From an optimization exercise on the open Yosys and OpenROAD flow, aimed at small area; shortcuts taken in it are not production practice. The RTL was checked by simulation tests, not by an equivalence proof against the original design. Power figures rest on the tool's default switching activity, not on a simulated workload.

**flow/run.sh**
```bash
#!/bin/bash
# synth_recipe.tcl (not shown) runs the flow's synth.tcl, then flattens the netlist and writes it again
# the make line also repeats each setting of config.mk as NAME=value (left out here)
make -C /OpenROAD-flow-scripts/flow DESIGN_CONFIG=/design/flow/config.mk WORK_HOME=/design/flow/orfs CLKGATE_MAP_FILE= SYNTH_SCRIPT=/design/flow/synth_recipe.tcl finish
```
**flow/config.mk**
```make
export PLATFORM = sky130hd
export DESIGN_NAME = csr_file_m
export DESIGN_NICKNAME = csr_file_m
export VERILOG_FILES = /design/flow/design.v
export SDC_FILE = /design/flow/constraint.sdc
export NUM_CORES = 4
export LEC_CHECK = 0
export CAP_MARGIN = 20
export CORE_MARGIN = 2
export CORE_UTILIZATION = 40
export SLEW_MARGIN = 20
```
**flow/constraint.sdc**
```tcl
create_clock -name core_clock -period 6.0 [get_ports {clk}]
set_input_delay 1.2000 -clock core_clock [delete_from_list [all_inputs] [get_ports {clk}]]
set_output_delay 1.2000 -clock core_clock [all_outputs]
set_load 0.01 [all_outputs]
```
**flow/design.v**
```verilog
module csr_file_m #(
  parameter int          NUM_HPM   = 4,
  parameter int          CNT_WIDTH = 64,
  parameter logic [31:0] HART_ID   = 32'd0,
  localparam int         HPM_W     = (NUM_HPM > 0) ? NUM_HPM : 1
) (
  input  logic             clk,
  input  logic             rst,
  input  logic             csr_access,
  input  logic [11:0]      csr_addr,
  input  logic [1:0]       csr_wtype,
  input  logic [31:0]      csr_woperand,
  output logic [31:0]      csr_rdata,
  output logic             csr_illegal,
  input  logic             retire,
  input  logic             trap_valid,
  input  logic             trap_is_irq,
  input  logic [30:0]      trap_cause,
  input  logic [31:0]      trap_pc,
  input  logic [31:0]      trap_tval,
  input  logic             mret,
  input  logic             irq_ext,
  input  logic             irq_timer,
  input  logic             irq_sw,
  input  logic [HPM_W-1:0] hpm_event,
  output logic [31:0]      trap_target,
  output logic [31:0]      mepc,
  output logic             irq_pending,
  output logic [30:0]      irq_cause
);
  localparam int NC  = 2 + NUM_HPM;
  localparam int CW  = CNT_WIDTH;
  localparam int SEG = 8;
  localparam int NSG = (CW + SEG - 1) / SEG;
  logic              alive;                  
  logic              st_mie, st_mpie;
  logic              mie_e, mie_t, mie_s;
  logic              mip_e, mip_t, mip_s;
  logic [29:0]       mtvec_base;
  logic              mtvec_mode;
  logic [NC-1:0]     inh;                    
  logic [29:0]       mepc_q;
  logic [31:0]       mscratch_q, mcause_q, mtval_q;    
  logic [CW-1:0]     cnt_q [NC];                        
  logic a_hi3, a_mstatus, a_mie, a_mtvec, a_minh, a_mscratch, a_mepc, a_mcause, a_mtval, a_mip;
  logic a_hartid, a_cnt_region;
  logic [NC-1:0] a_cnt;
  logic [4:0] idx;
  assign idx          = csr_addr[4:0];
  assign a_hi3        = (csr_addr[11:8] == 4'h3);
  assign a_mstatus    = a_hi3 && (csr_addr[7:0] == 8'h00);
  assign a_mie        = a_hi3 && (csr_addr[7:0] == 8'h04);
  assign a_mtvec      = a_hi3 && (csr_addr[7:0] == 8'h05);
  assign a_minh       = a_hi3 && (csr_addr[7:0] == 8'h20);
  assign a_mscratch   = a_hi3 && (csr_addr[7:0] == 8'h40);
  assign a_mepc       = a_hi3 && (csr_addr[7:0] == 8'h41);
  assign a_mcause     = a_hi3 && (csr_addr[7:0] == 8'h42);
  assign a_mtval      = a_hi3 && (csr_addr[7:0] == 8'h43);
  assign a_mip        = a_hi3 && (csr_addr[7:0] == 8'h44);
  assign a_hartid     = (csr_addr == 12'hF14);
  assign a_cnt_region = (csr_addr[11:8] == 4'hB) && (csr_addr[6:5] == 2'b00);
  always_comb begin
    a_cnt = '0;
    a_cnt[0] = a_cnt_region && (idx == 5'd0);
    for (int k = 1; k < NC; k++) a_cnt[k] = a_cnt_region && (idx == 5'(k + 1));
  end
  logic impl;
  assign impl = a_mstatus | a_mie | a_mtvec | a_minh | a_mscratch | a_mepc | a_mcause |
                a_mtval | a_mip | a_hartid | (|a_cnt);
  logic wreq;
  assign wreq        = csr_access && (csr_wtype != 2'b00);
  assign csr_illegal = csr_access && (!impl || ((csr_wtype != 2'b00) && (csr_addr[11:10] == 2'b11)));
  logic wen;
  assign wen = wreq && !trap_valid && !mret;
  logic [31:0] rd;
  logic        hi;
  assign hi = csr_addr[7];
  always_comb begin
    rd = '0;
    rd[3]  = a_mstatus & st_mie;
    rd[7]  = a_mstatus & st_mpie;
    rd[12:11] = {2{a_mstatus}};
    rd[11] = rd[11] | (a_mie & mie_e) | (a_mip & mip_e);
    rd[7]  = rd[7]  | (a_mie & mie_t) | (a_mip & mip_t);
    rd[3]  = rd[3]  | (a_mie & mie_s) | (a_mip & mip_s);
    rd    |= {32{a_mtvec}} & {mtvec_base, 1'b0, mtvec_mode};
    rd[0]  = rd[0] | (a_minh & inh[0]);
    for (int k = 1; k < NC; k++) rd[k + 1] = rd[k + 1] | (a_minh & inh[k]);
    rd    |= {32{a_mepc}} & {mepc_q, 2'b00};
    rd    |= {32{a_mscratch & alive}} & mscratch_q;
    rd    |= {32{a_mcause & alive}} & mcause_q;
    rd    |= {32{a_mtval & alive}} & mtval_q;
    for (int k = 0; k < NC; k++) begin
      rd |= {32{a_cnt[k] & alive & !hi}} & cnt_q[k][31:0];
      rd |= {32{a_cnt[k] & alive &  hi}} & cnt_q[k][CW-1:32];
    end
  end
  assign csr_rdata = rd;
  logic [31:0] wd;
  always_comb begin
    case (csr_wtype)
      2'd2:    wd = rd & ~csr_woperand;
      2'd3:    wd = rd | csr_woperand;
      default: wd = csr_woperand;
    endcase
  end
  logic w_mstatus, w_mie, w_mtvec, w_minh, w_mscratch, w_mepc, w_mcause, w_mtval;
  assign w_mstatus  = wen && a_mstatus;
  assign w_mie      = wen && a_mie;
  assign w_mtvec    = wen && a_mtvec;
  assign w_minh     = wen && a_minh;
  assign w_mscratch = wen && a_mscratch;
  assign w_mepc     = wen && a_mepc;
  assign w_mcause   = wen && a_mcause;
  assign w_mtval    = wen && a_mtval;
  always_ff @(posedge clk or posedge rst) begin
    if (rst) alive <= 1'b0;
    else     alive <= 1'b1;
  end
  always_ff @(posedge clk or posedge rst) begin
    if (rst) begin
      mip_e <= 1'b0;
      mip_t <= 1'b0;
      mip_s <= 1'b0;
    end else begin
      mip_e <= irq_ext;
      mip_t <= irq_timer;
      mip_s <= irq_sw;
    end
  end
  always_ff @(posedge clk or posedge rst) begin
    if (rst) begin
      st_mie  <= 1'b0;
      st_mpie <= 1'b0;
    end else if (trap_valid) begin
      st_mpie <= st_mie;
      st_mie  <= 1'b0;
    end else if (mret) begin
      st_mie  <= st_mpie;
      st_mpie <= 1'b1;
    end else if (w_mstatus) begin
      st_mie  <= wd[3];
      st_mpie <= wd[7];
    end
  end
  always_ff @(posedge clk or posedge rst) begin
    if (rst) begin
      mie_e <= 1'b0;
      mie_t <= 1'b0;
      mie_s <= 1'b0;
    end else if (w_mie) begin
      mie_e <= wd[11];
      mie_t <= wd[7];
      mie_s <= wd[3];
    end
  end
  always_ff @(posedge clk or posedge rst) begin
    if (rst) begin
      mtvec_base <= '0;
      mtvec_mode <= 1'b0;
    end else if (w_mtvec) begin
      mtvec_base <= wd[31:2];
      mtvec_mode <= (wd[1:0] == 2'b01);
    end
  end
  always_ff @(posedge clk or posedge rst) begin
    if (rst) begin
      inh <= '0;
    end else if (w_minh) begin
      inh[0] <= wd[0];
      for (int k = 1; k < NC; k++) inh[k] <= wd[k + 1];
    end
  end
  always_ff @(posedge clk or posedge rst) begin
    if (rst)             mepc_q <= '0;
    else if (trap_valid) mepc_q <= trap_pc[31:2];
    else if (w_mepc)     mepc_q <= wd[31:2];
  end
  always_ff @(posedge clk) begin
    mscratch_q <= w_mscratch ? wd : (mscratch_q & {32{alive}});
    mcause_q   <= trap_valid ? {trap_is_irq, trap_cause} :
                  w_mcause   ? wd : (mcause_q & {32{alive}});
    mtval_q    <= trap_valid ? trap_tval :
                  w_mtval    ? wd : (mtval_q & {32{alive}});
  end
  logic [NC-1:0] inc;
  always_comb begin
    inc[0] = !inh[0];
    inc[1] = retire && !inh[1];
    for (int k = 0; k < NUM_HPM; k++) inc[2 + k] = hpm_event[k] && !inh[2 + k];
  end
  for (genvar k = 0; k < NC; k++) begin : g_cnt
    logic          wlo, whi, keep_lo, keep_hi, c0;
    logic [CW-1:0] q, c, t, nxt;
    logic [NSG-1:0] g;
    logic [NSG:0]   cs;
    assign q       = cnt_q[k];
    assign wlo     = wen && a_cnt[k] && !hi;
    assign whi     = wen && a_cnt[k] &&  hi;
    assign keep_lo = !wlo && alive;
    assign keep_hi = !whi && alive;
    assign c0      = inc[k] && !wlo && !whi;
    for (genvar s = 0; s < NSG; s++) begin : g_seg
      assign g[s] = &q[s*SEG +: SEG];
    end
    assign cs[0] = c0;
    for (genvar s = 0; s < NSG; s++) begin : g_cs
      assign cs[s+1] = cs[s] & g[s];
    end
    for (genvar i = 0; i < CW; i++) begin : g_bit
      if (i == 0) begin : g_b0
        assign c[i] = c0;
      end else if (i % SEG == 0) begin : g_bs
        assign c[i] = cs[i / SEG];
      end else begin : g_br
        assign c[i] = c[i-1] & q[i-1];
      end
    end
    for (genvar i = 0; i < CW; i++) begin : g_nxt
      if (i == 0) begin : g_n0
        assign nxt[i] = wlo ? wd[0] : ((q[0] & alive) ^ c0);
      end else if (i < 32) begin : g_nl
        assign nxt[i] = (wlo & wd[i]) | (keep_lo & (q[i] ^ c[i]));
      end else begin : g_nh
        assign nxt[i] = (whi & wd[i-32]) | (keep_hi & (q[i] ^ c[i]));
      end
    end
    always_ff @(posedge clk) cnt_q[k] <= nxt;
  end
  assign mepc = {mepc_q, 2'b00};
  logic pend_e, pend_t, pend_s;
  assign pend_e      = mie_e && mip_e;
  assign pend_t      = mie_t && mip_t;
  assign pend_s      = mie_s && mip_s;
  assign irq_pending = st_mie && (pend_e || pend_t || pend_s);
  always_comb begin
    irq_cause = '0;
    if (st_mie) begin
      if (pend_e)      irq_cause = 31'd11;
      else if (pend_s) irq_cause = 31'd3;
      else if (pend_t) irq_cause = 31'd7;
    end
  end
  logic [4:0]  voff;
  logic [5:0]  vlo;
  logic [24:0] vpre;
  assign voff = (mtvec_mode && trap_is_irq) ? trap_cause[4:0] : 5'd0;
  assign vlo  = {1'b0, mtvec_base[4:0]} + {1'b0, voff};
  always_comb begin
    vpre[0] = 1'b1;
    for (int i = 1; i < 25; i++) vpre[i] = vpre[i-1] & mtvec_base[5 + i - 1];
  end
  assign trap_target = {mtvec_base[29:5] ^ ({25{vlo[5]}} & vpre), vlo[4:0], 2'b00};
endmodule
```
==> results.txt, run 1 <==
The startpoint of the lowest-slack hold path is mscratch_q[3]. In the final routed layout, each cell accounts on average for 29.1 microns. The clock period minus worst slack is 5.89 ns.

The pre-CTS setup slack came out at 0.155 ns. The top achievable clock speed is 170 MHz. The TritonCTS clock tree is yes.

The height of the die came out at 287 microns. The routed layout has 31,477 vias. The final count of hold timing violations came out at 0. The final cycle utilization of the critical path came out at 98.1%. The number of placement rows is 103. The endpoint type of the worst setup path is an output pin. The register clock-pin slew on the reported worst setup and hold paths came out at 0.06 ns. Setup repair after global routing left no endpoint under its margin. The total standard cell area after synthesis came out at 31,900 sq um.

The critical path in this run is classified as input pin to output pin. For this run, asynchronously set or reset flops after synthesis account for 13.7%. The slack of the worst reg-to-reg path is 1.45 ns. The weighted congestion reported at the end of routability-driven placement came out at 1.03. The first routing iteration left 4,153 violations. The largest net degree at the start of global routing is 211.

The end of the worst hold path is mscratch_q[3]. The data required time of the critical path is 4.80 ns. The count of flip-flops with a built-in enable after synthesis is 0. The final HPWL from detailed placement is 107,000 microns. The power density over the cells came out at 223 nW/um^2.

The count of TritonRoute iterations in the first routing pass is 9. The tree is rooted in a sky130_fd_sc_hd__clkbuf_16. The layout overhead on the synthesized area came out at 19.2%.

The most common cell in the synthesized netlist is sky130_fd_sc_hd__o21ai_0. The number of sinks handled by clock tree synthesis came out at 556. The length in cells of the worst reg-to-reg path is 18. The count of synthesis-stage warnings from yosys came out at 2. The sequential element share of the synthesized area is 36.0%. The top-area cell type share of the netlist area is 30.1%. The total setup violations reported at the end of the flow is 0. The I/O pin count is 284.

The overall die area came out at 82,200 sq um. The clock skew after layout is 0.0182 ns. The maximum fanout along the worst path came out at 23. For this run, design rule violations remaining after detail routing come to 0. The largest total area in the synthesized netlist belongs to sky130_fd_sc_hd__dfxtp_1. The core region area is 79,000 sq um. The worst-case vdd ir drop is 0.208 mV.

The count of buffers inserted at the top-level ports is 250. Yosys attributes the largest share of cell area to sky130_fd_sc_hd__dfxtp_1, sky130_fd_sc_hd__ha_1, sky130_fd_sc_hd__o21ai_0. Along the worst hold path, the cell count comes to 2.

The critical path launch point type is an input pin. Summed over all cells, the static leakage comes to 16.1 nW. The average footprint of a synthesized cell is 8.80 sq um. The worst-case headroom to the max-slew limit is 19.9%. The detail-routed via count per cell came out at 6.37. The effective utilization at floorplan is 40.4%. The run finished with no timing, DRC or antenna violations. The routed design has 144,000 microns of wire.

The arrival time at the worst endpoint is 4.69 ns. The synthesized instance count is 3,630. In the final design database the tool counted 4,329 nets.

The detail route stage leaves a number of antenna-violating nets equal to 0. The final max-slew violation count is 0. The longest clock path from root to sink contains 3 buffers. The final-layout setup total negative slack is 0 ns. The final worst-path setup slack came out at 0.113 ns. The post-synthesis register bit count is 556.

The number of different library cells in the post-synthesis netlist is 108. In this run the worst hold path is classified as flop to flop. The commonest cells after synthesis are sky130_fd_sc_hd__o21ai_0, sky130_fd_sc_hd__dfxtp_1, sky130_fd_sc_hd__nand3_1. Hold repair after CTS inserted 0 buffers.

The global route total overflow came out at 0. The later pin in the worst-skew pair is clocked with a latency of 0.66 ns. Global routing consumed, over all layers together, 33.9% of the routing resources. The primary flip-flop cell chosen by synthesis mapping is sky130_fd_sc_hd__dfxtp_1. The number of global-route vias before repair is 28,663.

The tool flagged a number of max-cap violations equal to 0. The number of H-tree branching levels came out at 2. In this run the critical register-to-register path is captured at cnt_q[3][63]. The total clock buffers created by CTS came out at 60. The startpoint identified for the worst register-to-register timing path is inh[3]. The initial antenna violation count is 8. The fraction of layout cells with a size suffix above 1 is 11.1%. From left edge to right edge, the die measures 287 microns. The slew of the pin with the lowest slew margin is 1.20 ns. The wire length of the first global-routing pass came out at 204,000 microns.
area by class of cell:
| class | count | area [sq um] |
|---|---|---|
| fill | 7636 | 40900 |
| tap | 1050 | 1310 |
| multi-input combinational | 2710 | 18900 |
| clock inverter | 20 | 213 |
| inverter | 48 | 181 |
| antenna | 1 | 2.50 |
| timing repair buffer | 461 | 4180 |
| sequential | 556 | 11500 |
| clock buffer | 93 | 1770 |
flip-flops by register name, summed over array words and instances, names as in the netlist:
name / flops
mip_s: 1
cnt_q: 384
mtvec_base: 30
st_mie: 1
mie_s: 1
mepc_q: 30
inh: 6
mip_t: 1
mie_t: 1
mie_e: 1
mip_e: 1
mcause_q: 32
mscratch_q: 32
mtval_q: 32
alive: 1
mtvec_mode: 1
st_mpie: 1
report_power, final:
part           leakage [nW]  internal [W]  switching [W]
Combinational          10.3      0.000288       0.000537
Sequential             4.88       0.00377      0.0000755
Clock                 0.974       0.00219        0.00164
Total                  16.1       0.00624        0.00225
per-layer routing:
metal / routed length, microns / track usage (%) / vias up
met1: 58800 / 46.3 / 15026
met2: 61300 / 51.0 / 2021
met4: 7700 / 16.0 / 8
met3: 15900 / 7.01 / 402
met5: 53 / 0 / -
li1: - / - / 14020
cells in the final DEF (no fill, tap or decap), drive strengths merged, types with 29 or more instances in the layout:
master and n:
o21ai 565, dfxtp 480, nand3 480, ha 336
clkdlybuf4s50 243, buf 218, nand2 187, nand4 114
nor2 112, clkbuf 93, a21oi 92, mux2i 83
a22oi 80, dfrtp 76, nor3 58, xor2 57
inv 48, a32oi 38, conb 32, and4 30
and2 30, a31oi 29
critical path, stage by stage:
cell and delay, ns:
sky130_fd_sc_hd__clkdlybuf4s50_1 0.64, sky130_fd_sc_hd__or4b_4 0.80, sky130_fd_sc_hd__nor4_2 0.70, sky130_fd_sc_hd__a222oi_1 0.13, sky130_fd_sc_hd__and3_1 0.22, sky130_fd_sc_hd__o311ai_0 0.19, sky130_fd_sc_hd__buf_4 0.23, sky130_fd_sc_hd__clkdlybuf4s50_1 0.54
worst max-delay path by stage:
stage	slack, ns	startpoint	end
floorplan	1.43	csr_addr[10]	cnt_q[4][15]
global placement	0.16	trap_is_irq	trap_target[31]
detailed placement	0.16	trap_is_irq	trap_target[31]
CTS	0.15	trap_is_irq	trap_target[31]
global route	0.06	csr_addr[4]	csr_rdata[16]
finish	0.11	csr_addr[6]	csr_rdata[16]
per-stage QoR:
stage | area [sq um] | hold slack [ns] | power [W] | utilization, % | instances
2_1_floorplan | 32100 | 0.435 | 0.00428 | - | 3660
3_5_place_dp | 36100 | 0.453 | 0.00471 | 45.7 | 4824
3_3_place_gp | 36100 | 0.447 | 0.00471 | 45.7 | 4824
4_1_cts | 38000 | 0.465 | 0.00848 | 48.2 | 4937
5_1_grt | 38100 | 0.488 | 0.00869 | 48.2 | 4939
6_report | 38100 | 0.468 | 0.00849 | 48.2 | 4939
repair_timing:
item | 4_1_cts | 5_1_grt
gates resized for setup | 0 | 1
hold endpoints to repair | 0 | 0
buffers inserted | 0 | 0
setup endpoints to repair | 0 | 1
logic make-up after synthesis:
family | count (synthesis) | synth area share, %
buffers and inverters | 394 | 5.85
other | 2 | 0.0235
adders and majority gates | 337 | 13.2
xor gates and xnor gates | 80 | 2.19
and+or+nand+nor | 1142 | 19.1
AOI/OAI and AO/OA | 1023 | 20.5
DFF | 556 | 36.0
muxes | 96 | 3.09
==> run 2: changes to the inputs <==
==> flow/flow/run.sh (new file) <==
#!/bin/bash
# The standard layout (standard.sh), with every port buffer made from the smallest buffer
# cell instead of the default clkdlybuf4s50_1. Each port still gets its own buffer.
set -o pipefail
cp standard.sh standard.sh.orig.txt
cp "$FLOW_CONFIG" config.orig.mk.txt
echo 'export BUFFER_PORTS_ARGS = -buffer_cell sky130_fd_sc_hd__buf_1' >> "$FLOW_CONFIG"
bash standard.sh > standard.log 2>&1
==> flow/standard.sh (new file) <==
#!/bin/bash
# synth_recipe.tcl (not shown) runs the flow's synth.tcl, then flattens the netlist and writes it again
# the make line also repeats each setting of config.mk as NAME=value (left out here)
make -C /OpenROAD-flow-scripts/flow DESIGN_CONFIG=/design/flow/config.mk WORK_HOME=/design/flow/orfs CLKGATE_MAP_FILE= SYNTH_SCRIPT=/design/flow/synth_recipe.tcl "${@:-finish}"
--- a/flow/config.mk
+++ b/flow/config.mk
@@ -10,2 +10,3 @@
 export CORE_UTILIZATION = 40
 export SLEW_MARGIN = 20
+export BUFFER_PORTS_ARGS = -buffer_cell sky130_fd_sc_hd__buf_1
removed: flow/run.sh
==> run 2 against run 1 <==
Net effect:
- die area unchanged
- register-to-register slack lost 0.10 ns
- hold slack worse by 0.0036 ns
- fmax grew 4.1%
- sequential power about the same
- critical path type unchanged
- critical path depth grew 2
- synthesized cell count is the same
- flip-flop and latch count unchanged
- largest power group is now clock
- total power is 2.8% higher
- highest routed layer unchanged
==> results.txt, run 2 <==
Unrepaired setup endpoints after global routing: no (unchanged). The xor/xnor cell area share of the yosys netlist is 2.19% (unchanged). The count of buffers inserted at the top-level ports came to 250 (unchanged). The effective utilization at floorplan is 40.4% (unchanged).

The per-cell routed wire length came to 29.0 microns (was 29.1 microns). The average footprint of a synthesized cell is 8.80 sq um (unchanged). The type of the worst setup path is input pin to output pin (unchanged). The arrival time at the worst endpoint came out at 4.46 ns (was 4.69 ns). The global route total overflow came out at 0 (unchanged). The most common cell after layout, fill and taps aside is sky130_fd_sc_hd__o21ai_0 (unchanged). The largest area contributor in the netlist is sky130_fd_sc_hd__dfxtp_1 (unchanged). The cell chosen for the clock root is sky130_fd_sc_hd__clkbuf_16 (unchanged). The slack of the worst reg-to-reg path is 1.35 ns (was 1.45 ns). The length in cells of the worst reg-to-reg path was 18 (unchanged). The sequential element share of the synthesized area is 36.0% (unchanged). The chip width was 287 microns (unchanged). The power density over the cells came out at 239 nW/um^2 (was 223 nW/um^2). The initial antenna violation count is 9 (was 8). The worst-case hold slack came out at 0.464 ns (was 0.468 ns). The final count of hold timing violations came out at 0 (unchanged). The layout overhead on the synthesized area is 14.2% (was 19.2%).

The post-route core utilization was 46.2% (was 48.2%). The register clock-pin slew on the reported worst setup and hold paths is 0.06 ns (about the same). The data required time of the critical path came to 4.80 ns (about the same). The total setup violations reported at the end of the flow came to 0 (unchanged). The number of placement rows was 103 (unchanged). The overall die area is 82,200 sq um (unchanged). The number of sinks handled by clock tree synthesis was 556 (unchanged). The number of H-tree branching levels came out at 2 (unchanged). Most frequent cells in the layout: sky130_fd_sc_hd__o21ai_0, sky130_fd_sc_hd__dfxtp_1, sky130_fd_sc_hd__nand3_1 (unchanged).

The final-layout setup total negative slack was 0 ns (unchanged). The fraction of layout cells with a size suffix above 1 was 10.2% (was 11.1%). The count of TritonRoute iterations in the first routing pass came out at 7 (was 9). The largest buffer count on any clock path is 3 (unchanged). Top post-synthesis cells by area: sky130_fd_sc_hd__dfxtp_1, sky130_fd_sc_hd__ha_1, sky130_fd_sc_hd__o21ai_0 (unchanged). The fraction of the mapped netlist area in simple logic gates came out at 19.1% (unchanged). The share of synthesized cell area in full adder, half adder and majority cells is 13.2% (unchanged).

The final HPWL from detailed placement was 104,000 microns (was 107,000 microns). Most numerous cell types in the synthesized netlist: sky130_fd_sc_hd__o21ai_0, sky130_fd_sc_hd__dfxtp_1, sky130_fd_sc_hd__nand3_1 (unchanged). The largest net degree at the start of global routing is 173 (was 211). The number of buffers added to fix hold violations after cts came out at 0 (unchanged). The cell count of the worst hold path came out at 2 (unchanged).

The top-area cell type share of the netlist area is 30.1% (unchanged). The top achievable clock speed came out at 177 MHz (was 170 MHz). The number of remaining DRC errors is 0 (unchanged). The weighted congestion reported at the end of routability-driven placement came to 1.05 (was 1.03).

The final max-slew violation count is 0 (unchanged). The number of global-route vias before repair came to 28,697 (was 28,663). The initial detailed-routing violation count is 4,149 (was 4,153).

The destination of the worst register-to-register timing path is cnt_q[5][63] (was cnt_q[3][63]). The register bank with the most flops is cnt_q (unchanged). The clock period minus worst slack is 5.66 ns (was 5.89 ns). The TritonCTS clock tree is yes (unchanged). The async set or reset register ratio after synthesis is 13.7% (unchanged).

The reg-to-reg critical path startpoint is inh[5] (was inh[3]). The end of the worst hold path was mscratch_q[7] (was mscratch_q[3]). The vias after detailed routing is 31,336 (was 31,477).

The post-synthesis register bit count is 556 (unchanged). The portion of netlist area occupied by mux cells is 3.09% (unchanged). The number of different library cells in the post-synthesis netlist came to 108 (unchanged). The primary flip-flop cell chosen by synthesis mapping is sky130_fd_sc_hd__dfxtp_1 (unchanged). The total standard cell area after synthesis is 31,900 sq um (unchanged). The remaining number of nets flagged by the antenna check after routing is 0 (unchanged). The latest clock arrival within the worst-skew pair is 0.65 ns (was 0.66 ns). The buffers inserted during post-CTS setup optimization is 0 (unchanged).

The final cycle utilization of the critical path is 94.3% (was 98.1%). The number of fillers in the final layout came out at 7,852 (was 7,636). The count of synthesis-stage warnings from yosys was 2 (unchanged).

The I/O pin count is 284 (unchanged). The static power due to leakage came to 15.4 nW (was 16.1 nW). The detail-routed via count per cell came out at 6.41 (was 6.37). The count of flip-flops with a built-in enable after synthesis came out at 0 (unchanged). The clock skew after layout is 0.0278 ns (was 0.0182 ns). The synthesized instance count was 3,630 (unchanged). The number of nets at the end of the flow was 4,280 (was 4,329).

The slew of the pin with the lowest slew margin is 1.17 ns (was 1.20 ns). The worst-case vdd ir drop came out at 0.199 mV (was 0.208 mV). The most frequent cell after synthesis is sky130_fd_sc_hd__o21ai_0 (unchanged). The final wirelength came out at 142,000 microns (was 144,000 microns). The main combinational cell family by area after synthesis was compound AO/OA/AOI/OAI gates (unchanged). The global-route usage over all layers is 33.5% (was 33.9%). The core region area is 79,000 sq um (unchanged). The max capacitance violation total was 0 (unchanged).

The worst hold-check path type is flop to flop (unchanged). The worst-case headroom to the max-slew limit was 21.1% (was 19.9%). Status: timing/DRC/antenna clean (unchanged).

The endpoint type of the worst setup path is an output pin (unchanged). The wire length of the first global-routing pass is 202,000 microns (was 204,000 microns). The critical path launch point type is an input pin (unchanged).

The flip-flop count of the largest register, all copies and words added is 384 (unchanged). The post-cts repair resize count was 0 (unchanged). The complex-gate fraction of the synthesized area came out at 20.5% (unchanged).

The total clock buffers created by CTS is 60 (unchanged). The height of the die came out at 287 microns (unchanged). The startpoint of the lowest-slack hold path is mscratch_q[7] (was mscratch_q[3]).

The maximum fanout along the worst path came out at 36 (was 23).
==> run 2: cell counts after synthesis <==
Identical to the previous run, type by type.
==> run 2: cells by family after synthesis <==
group,Yosys count
compound gates,1023
xor+xnor,80
fa+ha+maj,337
buf+inv,394
flops,556
mux,96
other cells,2
simple gates,1142
==> run 2: worst max-delay path, stage by stage <==
cell,delay (ns)
sky130_fd_sc_hd__clkbuf_2,0.26
sky130_fd_sc_hd__buf_4,0.50
sky130_fd_sc_hd__nand4bb_1,0.46
sky130_fd_sc_hd__buf_4,0.31
sky130_fd_sc_hd__buf_4,0.17
sky130_fd_sc_hd__nor3_1,0.63
sky130_fd_sc_hd__a222oi_1,0.30
sky130_fd_sc_hd__nand3_1,0.22
sky130_fd_sc_hd__o21bai_1,0.18
sky130_fd_sc_hd__buf_1,0.19
==> run 2: metrics by stage <==
| stage | cell area [sq um] | std cells | worst slack [ns] | total power (W) |
|---|---|---|---|---|
| floorplan | 32100 | 3660 | 1.43 | 0.00428 |
| global placement | 34200 | 4772 | 0.427 | 0.00462 |
| detailed placement | 34200 | 4774 | 0.413 | 0.00462 |
| CTS | 36400 | 4884 | 0.396 | 0.00871 |
| global route | 36500 | 4888 | 0.375 | 0.00891 |
| finish | 36500 | 4890 | 0.343 | 0.00873 |
==> run 2: where the power goes <==
part           total [W]  switching [W]  internal, W  leakage, nW
clock            0.00416        0.00165      0.00250         1.06
sequential       0.00384      0.0000703      0.00377         4.88
combinational   0.000739       0.000541     0.000198         9.43
total            0.00873        0.00227      0.00647         15.4
==> run 2: per-layer routing <==
layer	track usage [%]	wire, microns	vias up
met5	0	57	-
met4	18.6	9360	8
met3	7.02	14900	470
met2	50.1	60400	1869
met1	44.8	57300	15076
li1	-	-	13913
==> run 2: area by class of cell <==
| cell class | instances | area, sq um | area share [%] |
|---|---|---|---|
| antenna | 4 | 10.0 | 0.0274 |
| clock buffer | 80 | 1710 | 4.68 |
| clock inverter | 30 | 467 | 1.28 |
| inverter | 48 | 181 | 0.497 |
| multi-input combinational | 2710 | 18900 | 51.9 |
| sequential | 556 | 11500 | 31.6 |
| tap | 1050 | 1310 | 3.60 |
| timing repair buffer | 412 | 2340 | 6.41 |
==> run 2: worst max path at each step <==
stage	startpoint	end	slack, ns
floorplan	csr_addr[10]	cnt_q[4][15]	1.43
global placement	trap_is_irq	trap_target[31]	0.43
detailed placement	trap_is_irq	trap_target[31]	0.41
CTS	trap_is_irq	trap_target[31]	0.40
global route	csr_addr[1]	csr_rdata[31]	0.38
finish	csr_addr[1]	csr_rdata[31]	0.34
==> run 3: changes to the inputs <==
--- a/flow/config.mk
+++ b/flow/config.mk
@@ -9,4 +9,7 @@
 export CORE_MARGIN = 2
 export CORE_UTILIZATION = 40
+export CTS_BUF_LIST = sky130_fd_sc_hd__clkbuf_8 sky130_fd_sc_hd__clkbuf_16
+export CTS_CLUSTER_DIAMETER = 100
+export CTS_CLUSTER_SIZE = 20
 export SLEW_MARGIN = 20
 export BUFFER_PORTS_ARGS = -buffer_cell sky130_fd_sc_hd__buf_1
==> run 3 against run 2 <==
Net effect:
- clock power is 39% lower
- worst setup slack better by 0.017 ns
- total power decreased by 19%
- hold slack gained 0.0068 ns
- synthesized cell count stayed put
- non-clock buffer count fell by 1
- first-iteration DRC count rose by 0.80%
- largest power group is now registers
- fmax increased by 0.31%
- critical endpoint unchanged
- sequential share of layout area rose by 1.0 points
==> results.txt, run 3 <==
The power density over the cells is 201 nW/um^2 (was 239 nW/um^2). The most common cell after layout, fill and taps aside is sky130_fd_sc_hd__o21ai_0 (unchanged). The type of the worst setup path was input pin to output pin (unchanged).

The length in cells of the worst reg-to-reg path is 18 (unchanged). The max capacitance violation total is 0 (unchanged). The count of synthesis-stage warnings from yosys is 2 (unchanged). The portion of netlist area occupied by mux cells is 3.09% (unchanged). The TritonCTS clock tree is yes (unchanged).

The post-synthesis register bit count is 556 (unchanged). The most frequent cell after synthesis is sky130_fd_sc_hd__o21ai_0 (unchanged). The total clock buffers created by CTS came to 34 (was 60). The sequential element share of the synthesized area came out at 36.0% (unchanged).

The overall die area was 82,200 sq um (unchanged). The final count of hold timing violations came out at 0 (unchanged). The register clock-pin slew on the reported worst setup and hold paths is 0.09 ns (was 0.06 ns).

The worst-case vdd ir drop came out at 0.175 mV (was 0.199 mV). The final cycle utilization of the critical path came to 94.0% (was 94.3%). The height of the die was 287 microns (unchanged). The latest clock arrival within the worst-skew pair was 0.59 ns (was 0.65 ns). The final-layout setup total negative slack was 0 ns (unchanged).

The I/O pin count is 284 (unchanged). The slew of the pin with the lowest slew margin is 1.13 ns (was 1.17 ns). The initial antenna violation count came to 9 (unchanged).

The number of buffers added to fix hold violations after cts was 0 (unchanged). The number of global-route vias before repair is 28,301 (was 28,697). The clock skew after layout was 0.0273 ns (was 0.0278 ns). The cell chosen for the clock root is sky130_fd_sc_hd__clkbuf_16 (unchanged).

The fraction of layout cells with a size suffix above 1 came out at 8.76% (was 10.2%). The largest buffer count on any clock path is 3 (unchanged). The slack of the worst reg-to-reg path is 1.40 ns (was 1.35 ns).

The count of flip-flops with a built-in enable after synthesis came out at 0 (unchanged). The number of nets at the end of the flow was 4,253 (was 4,280). The wire length of the first global-routing pass is 201,000 microns (was 202,000 microns). The number of remaining DRC errors is 0 (unchanged). The register bank with the most flops is cnt_q (unchanged).

The share of synthesized cell area in full adder, half adder and majority cells is 13.2% (unchanged). The count of TritonRoute iterations in the first routing pass is 10 (was 7). The number of sinks handled by clock tree synthesis is 556 (unchanged). The core region area came out at 79,000 sq um (unchanged). The critical path launch point type was an input pin (unchanged). Most frequent cells in the layout: sky130_fd_sc_hd__o21ai_0, sky130_fd_sc_hd__dfxtp_1, sky130_fd_sc_hd__nand3_1 (unchanged).

The per-cell routed wire length came out at 29.2 microns (was 29.0 microns). The global-route usage over all layers was 33.3% (was 33.5%). The largest area contributor in the netlist is sky130_fd_sc_hd__dfxtp_1 (unchanged). The reg-to-reg critical path startpoint is inh[5] (unchanged). The count of placed standard cells including taps came out at 4,774 (unchanged). The largest net degree at the start of global routing came out at 173 (unchanged). The effective utilization at floorplan came out at 40.4% (unchanged). The number of H-tree branching levels is 2 (unchanged). The remaining number of nets flagged by the antenna check after routing is 0 (unchanged).

The count of buffers inserted at the top-level ports came out at 250 (unchanged). The fraction of the mapped netlist area in simple logic gates came out at 19.1% (unchanged). The worst-case headroom to the max-slew limit came to 24.5% (was 21.1%).

The post-cts repair resize count came out at 0 (unchanged). The weighted congestion reported at the end of routability-driven placement came to 1.05 (unchanged). The clock period minus worst slack came out at 5.64 ns (was 5.66 ns).

Status: timing/DRC/antenna clean (unchanged). The xor/xnor cell area share of the yosys netlist came to 2.19% (unchanged). The final HPWL from detailed placement is 104,000 microns (unchanged).

The layout overhead on the synthesized area came out at 10.5% (was 14.2%). Unrepaired setup endpoints after global routing: no (unchanged). The final max-slew violation count came out at 0 (unchanged). The async set or reset register ratio after synthesis is 13.7% (unchanged). The vias after detailed routing came to 31,117 (was 31,336). Most numerous cell types in the synthesized netlist: sky130_fd_sc_hd__o21ai_0, sky130_fd_sc_hd__dfxtp_1, sky130_fd_sc_hd__nand3_1 (unchanged). The top-area cell type share of the netlist area is 30.1% (unchanged). The non-filler instance count after layout is 4,832 (was 4,890). The number of fillers in the final layout is 7,969 (was 7,852).

The data required time of the critical path is 4.80 ns (about the same). The buffers inserted during post-CTS setup optimization is 0 (unchanged). The total standard cell area after synthesis was 31,900 sq um (unchanged).

The detail-routed via count per cell came to 6.44 (was 6.41). The maximum fanout along the worst path was 36 (unchanged). The synthesized instance count came out at 3,630 (unchanged). The worst hold-check path type is flop to flop (unchanged). The flip-flop count of the largest register, all copies and words added came out at 384 (unchanged).

Top post-synthesis cells by area: sky130_fd_sc_hd__dfxtp_1, sky130_fd_sc_hd__ha_1, sky130_fd_sc_hd__o21ai_0 (unchanged). The static power due to leakage came to 14.9 nW (was 15.4 nW). The global route total overflow is 0 (unchanged). The top achievable clock speed came out at 177 MHz (about the same). The arrival time at the worst endpoint is 4.44 ns (was 4.46 ns). The number of placement rows was 103 (unchanged).

The primary flip-flop cell chosen by synthesis mapping was sky130_fd_sc_hd__dfxtp_1 (unchanged). The final wirelength came to 141,000 microns (was 142,000 microns). The start point of the critical path is csr_addr[1] (unchanged). The main combinational cell family by area after synthesis is compound AO/OA/AOI/OAI gates (unchanged). The number of different library cells in the post-synthesis netlist is 108 (unchanged). The complex-gate fraction of the synthesized area came out at 20.5% (unchanged). The average footprint of a synthesized cell came out at 8.80 sq um (unchanged).

The total setup violations reported at the end of the flow came out at 0 (unchanged). The initial detailed-routing violation count came out at 4,182 (was 4,149). The endpoint type of the worst setup path is an output pin (unchanged). The termination of the worst setup path is csr_rdata[31] (unchanged).

The chip width came out at 287 microns (unchanged). The destination of the worst register-to-register timing path is cnt_q[5][63] (unchanged).
## run 3: logic make-up after synthesis
kind of cell,Yosys count
flip-flops,556
AND/OR/NAND/NOR,1142
adder cells (fa/ha/maj),337
other,2
buffers and inverters,394
multiplexers,96
AO/OA/AOI/OAI,1023
XOR/XNOR,80
## run 3: worst max-delay path, cell delays in order
cell and delay [ns]:
sky130_fd_sc_hd__clkbuf_2 0.26, sky130_fd_sc_hd__buf_4 0.49, sky130_fd_sc_hd__nand4bb_1 0.47, sky130_fd_sc_hd__buf_4 0.31, sky130_fd_sc_hd__buf_4 0.17, sky130_fd_sc_hd__nor3_1 0.61
sky130_fd_sc_hd__a222oi_1 0.30, sky130_fd_sc_hd__nand3_1 0.23, sky130_fd_sc_hd__o21bai_1 0.18, sky130_fd_sc_hd__buf_1 0.18
## run 3: power by group
part           total [W]  leakage [nW]  switching, W  internal, W
registers        0.00383          4.88     0.0000701      0.00376
clock network    0.00254         0.543       0.00140      0.00114
logic           0.000733          9.42      0.000536     0.000197
## run 3: area by class of cell
| type | count | area, sq um | area share (%) |
|---|---|---|---|
| clock inverter | 15 | 68.8 | 0.195 |
| clock buffer | 38 | 951 | 2.69 |
| inverter | 48 | 181 | 0.514 |
| antenna | 4 | 10.0 | 0.0283 |
| timing repair buffer | 411 | 2320 | 6.58 |
| multi-input combinational | 2710 | 18900 | 53.7 |
| sequential | 556 | 11500 | 32.6 |
| tap | 1050 | 1310 | 3.72 |
## run 3: worst min-delay path by stage
| stage | start | end | depth (start not counted) |
|---|---|---|---|
| after floorplan | mscratch_q[3] | mscratch_q[3] | 2 |
| after global placement | mscratch_q[3] | mscratch_q[3] | 2 |
| after detailed placement | mscratch_q[3] | mscratch_q[3] | 2 |
| after CTS | mscratch_q[2] | mscratch_q[2] | 2 |
| after global routing | mscratch_q[12] | mscratch_q[12] | 2 |
| final | mscratch_q[2] | mscratch_q[2] | 2 |
## run 3: routing by layer
metal  vias to the layer above  part of all wire [%]  GRT usage (%)
met4                         8                   6.8           19.2
met5                         -                 0.035              0
met1                     14892                    40           44.5
li1                      13835                     -              -
met2                      1904                    42           49.4
met3                       478                    11           7.14
## run 3: metrics by stage
stage	area, sq um	utilization, %	power (W)	hold slack, ns	worst slack (ns)
6_report	35300	44.7	0.00711	0.471	0.360
3_5_place_dp	34200	43.3	0.00462	0.453	0.413
2_1_floorplan	32100	-	0.00428	0.435	1.43
5_1_grt	35300	44.7	0.00728	0.494	0.368
4_1_cts	35300	44.6	0.00708	0.471	0.396
3_3_place_gp	34200	43.3	0.00462	0.445	0.427

==> what the ideal ports hide <==
No port has a modelled driver above. Below, the same layouts with a new extraction and two added sets of constraints.
Step 1, drivers: a clkbuf_16 drives clk and a buf_2 each remaining input, both assumed.
Step 2 also shifts input and output timing later by t, the mid clock arrival at the registers, as if the neighbouring blocks saw the same clock.
a / b / c = no drivers / after step 1 / after step 2; a / b = the first two.
run	shift t [ns]	setup slack, ns	worst setup path at the end	slew at the worst register clock pin (ns)
run 1	0.720	0.113 / 0.061 / 0.061	input to output	0.07 / 0.07
run 2	0.704	0.343 / 0.277 / 0.267	input to register	0.07 / 0.07
run 3	0.650	0.360 / 0.291 / 0.291	input to output	0.10 / 0.10
After both steps setup and hold are still met in every run listed. The setup slack of run 2, which loses most, moves by -0.066 ns with the drivers and by -0.076 ns with both steps.
